This design comes from an exercise in tuning for a short achievable clock period and few clock cycles on the open sky130 flow, not from production work. Function was checked by simulation only, so behaviour that the tests miss may differ from the original. Power figures rest on the tool's default switching activity, not on a simulated workload.

Design decode_stage_pipe, start of the top module:
module decode_stage_pipe
#(
  parameter int XLEN  = 32,
  parameter int IP_W  = 30,
  parameter int NREGS = 32
) (
  input  logic                clk,
  input  logic                rst,
  input  logic                clk_en,
  input  logic                in_valid,
  output logic                in_ready,
  input  logic [31:0]         inst_in,
  input  logic [IP_W-1:0]     ip_in,
  input  logic                invalid,
  input  logic                flush,
  input  logic                reg_we,
  input  logic [4:0]          rd_addr,
  input  logic [XLEN-1:0]     reg_din,
  output logic                out_valid,
  input  logic                out_ready,
  output logic [11:0]         control_word,
  output logic [31:0]         inst_out,
  output logic [IP_W-1:0]     ip_out,
  output logic [XLEN-1:0]     rs1_out,
  output logic [XLEN-1:0]     rs2_out
);
  logic [2:0] op;
  logic [4:0] rs1;
  logic [4:0] rs2;
  logic [4:0] rd;
  assign op  = inst_in[28:26];
  assign rs1 = inst_in[25:21];
  assign rs2 = inst_in[11:7];
  assign rd  = inst_in[20:16];
  logic            out_valid_q;
  decode_pkg::ctrl_word_t cw_q;
  logic [31:0]     inst_q;
  logic [IP_W-1:0] ip_q;
  logic [XLEN-1:0] rs1_q;
  logic [XLEN-1:0] rs2_q;
  decode_pkg::ctrl_word_t dec_cw;
  assign dec_cw = invalid ? '0 : decode_pkg::decode_opcode(op);
  logic [XLEN-1:0] regs [1:31];
  logic            wb_live;
  assign wb_live = reg_we && decode_pkg::addr_live(rd_addr, NREGS);
  always_ff @(posedge clk or posedge rst) begin
    if (rst) begin
      for (int i = 1; i < 32; i++) begin
        regs[i] <= '0;
      end
    end else if (clk_en && wb_live) begin
      regs[rd_addr] <= reg_din;
    end
  end
  logic wb_hit_rs1;
  logic wb_hit_rs2;
  assign wb_hit_rs1 = reg_we && (rd_addr == rs1);
  assign wb_hit_rs2 = reg_we && (rd_addr == rs2);
  logic [XLEN-1:0] rs1_val;
  logic [XLEN-1:0] rs2_val;
  logic [XLEN-1:0] rf_rd [32];
  always_comb begin
    rf_rd[0] = '0;
    for (int i = 1; i < 32; i++) begin
      rf_rd[i] = regs[i];
    end
  end
  always_comb begin
    rs1_val = rf_rd[rs1];
  ...
Size: about 4600 cells after synthesis, ~57000 um2 of cells after synthesis.
clock: 5.0 ns
lec_check: 0
abc_clock_period_in_ps: 2500
cap_margin: 20
core_margin: 2
core_utilization: 40
place_density: 0.6
setup_slack_margin: 1.8
slew_margin: 20
run.sh (not shown) runs the stock make flow with config.mk's settings and CLKGATE_MAP_FILE= SYNTH_SCRIPT=/design/flow/synth_recipe.tcl, a recipe that flattens the netlist after the stock synthesis.
Testbench counts at the start, summed over its fixed seeds: cycles 10,083.
Change:
--- a/flow/config.mk
+++ b/flow/config.mk
@@ -6,9 +6,9 @@
 export NUM_CORES = 4
 export LEC_CHECK = 0
-export ABC_CLOCK_PERIOD_IN_PS = 2500
+export ABC_AREA = 1
 export CAP_MARGIN = 20
 export CORE_MARGIN = 2
 export CORE_UTILIZATION = 40
 export PLACE_DENSITY = 0.6
-export SETUP_SLACK_MARGIN = 1.8
+export SETUP_SLACK_MARGIN = 2.5
 export SLEW_MARGIN = 20
After rerunning: Total power came out higher by a few percent. Global-route usage came out higher by 4.5 points. Final area came out higher by a little under a tenth. Area after synthesis came out higher slightly. Maximum frequency came out higher by about a fifth. Die area came out higher slightly. Worst setup slack gains 0.57 ns. Utilization came out higher by 3.7 points. Worst hold slack loses 0.10 ns. Via count came out higher by a quarter to a third.
Change:
--- a/flow/config.mk
+++ b/flow/config.mk
@@ -6,5 +6,5 @@
 export NUM_CORES = 4
 export LEC_CHECK = 0
-export ABC_AREA = 1
+export ABC_CLOCK_PERIOD_IN_PS = 2500
 export CAP_MARGIN = 20
 export CORE_MARGIN = 2
After rerunning: Area after synthesis went down by 1.1%; power decreases by 1.8%; setup slack degrades by 0.55 ns; global-route usage came out lower by 2.5 points.
Change:
--- a/flow/config.mk
+++ b/flow/config.mk
@@ -6,9 +6,7 @@
 export NUM_CORES = 4
 export LEC_CHECK = 0
-export ABC_CLOCK_PERIOD_IN_PS = 2500
 export CAP_MARGIN = 20
 export CORE_MARGIN = 2
 export CORE_UTILIZATION = 40
 export PLACE_DENSITY = 0.6
-export SETUP_SLACK_MARGIN = 2.5
 export SLEW_MARGIN = 20
Utilization is lower by 6.0 points.
Global-route usage decreases by 2.0 points.
Final cell count drops by 6.0%.
Setup slack degrades by 0.82 ns.
First-iteration DRC count is lower by 12%.
Sequential cell count stays the same.
Hold slack improved by 0.11 ns.

## the previous run
decode_stage_pipe, a different RTL version from the one above (not shown whole).
Size in the first run: ~250 I/O pins, ~0.059 sq mm of cells after synthesis.
clock: 5.0 ns
lec_check: 0
abc_area: 1
cap_margin: 20
core_margin: 2
core_utilization: 55
place_density: 0.7
setup_slack_margin: 2.5
slew_margin: 20
tns_end_percent: 30
Testbench counts of the previous run, summed over its fixed seeds: cycles 10,083.
Relative to the previous run, the following input files were edited for the current run:
- PLACE_DENSITY changed from 0.7 to 0.6
- CORE_UTILIZATION changed from 55 to 40
==> comparison <==
Both conditions hold for the current run: the flow ran to the end and the final layout passed the timing, design-rule and antenna checks.
Summary of the comparison: final core area utilization is lower in the current run, relative to the previous run.
Summary: with the previous run as the reference, total setup buffers inserted after CTS in the current run moved up by more than 100%.
The design internal power reported for the current run is greater than that of the previous run by about 0.35%.
In the current run relative to the previous run, number of well taps had gone up by more than a quarter.
The current run: area of the multi-input gates is 0.60% lower than what the previous run reported.
Diff the previous run -> the current run | maximum resistive drop on vdd | decrease of 0.0038 mV

-- separate check: timing with driven ports --
The flow's constraints put no driver on any port. The routed layouts listed below were extracted and timed again, unchanged, in two steps.
Step 1 (the two cells are an assumption about what drives the block):
set clk [get_ports {clk}]
set_driving_cell -lib_cell sky130_fd_sc_hd__clkbuf_16 $clk
set_driving_cell -lib_cell sky130_fd_sc_hd__buf_2 [delete_from_list [all_inputs] $clk]
Step 2 adds t to the input delays and takes it off the output delays; t is the mean of the earliest and latest rising clock arrival at the registers after step 1. Input paths then give back, and output paths get back, about the clock's delay inside the block.
a / b / c = no drivers / after step 1 / after step 2; a / b = the first two.
run	t (ns)	slack for setup (ns)	worst setup path after step 2	clock arrival spread, ns	worst slew at a driven data input, ns
the first run of note 1	0.872	0.963 / 0.943 / 0.917	input to register	0.048 / 0.048	0.11
the second run of note 1	0.876	1.535 / 1.485 / 1.318	input to register	0.043 / 0.042	0.09
the third run of note 1	0.890	0.985 / 0.899 / 0.950	input to output	0.050 / 0.050	0.14
the fourth run of note 1	0.873	0.162 / 0.110 / 0.097	input to register	0.059 / 0.059	0.21
the previous run	0.852	1.751 / 1.673 / 1.407	input to register	0.036 / 0.036	0.09
the current run	0.887	1.627 / 1.543 / 0.940	input to register	0.033 / 0.033	0.09
After both steps setup and hold are still met in every run listed. For the current run, which loses most, drivers alone change the setup slack by -0.084 ns; drivers and shift together by -0.687 ns.
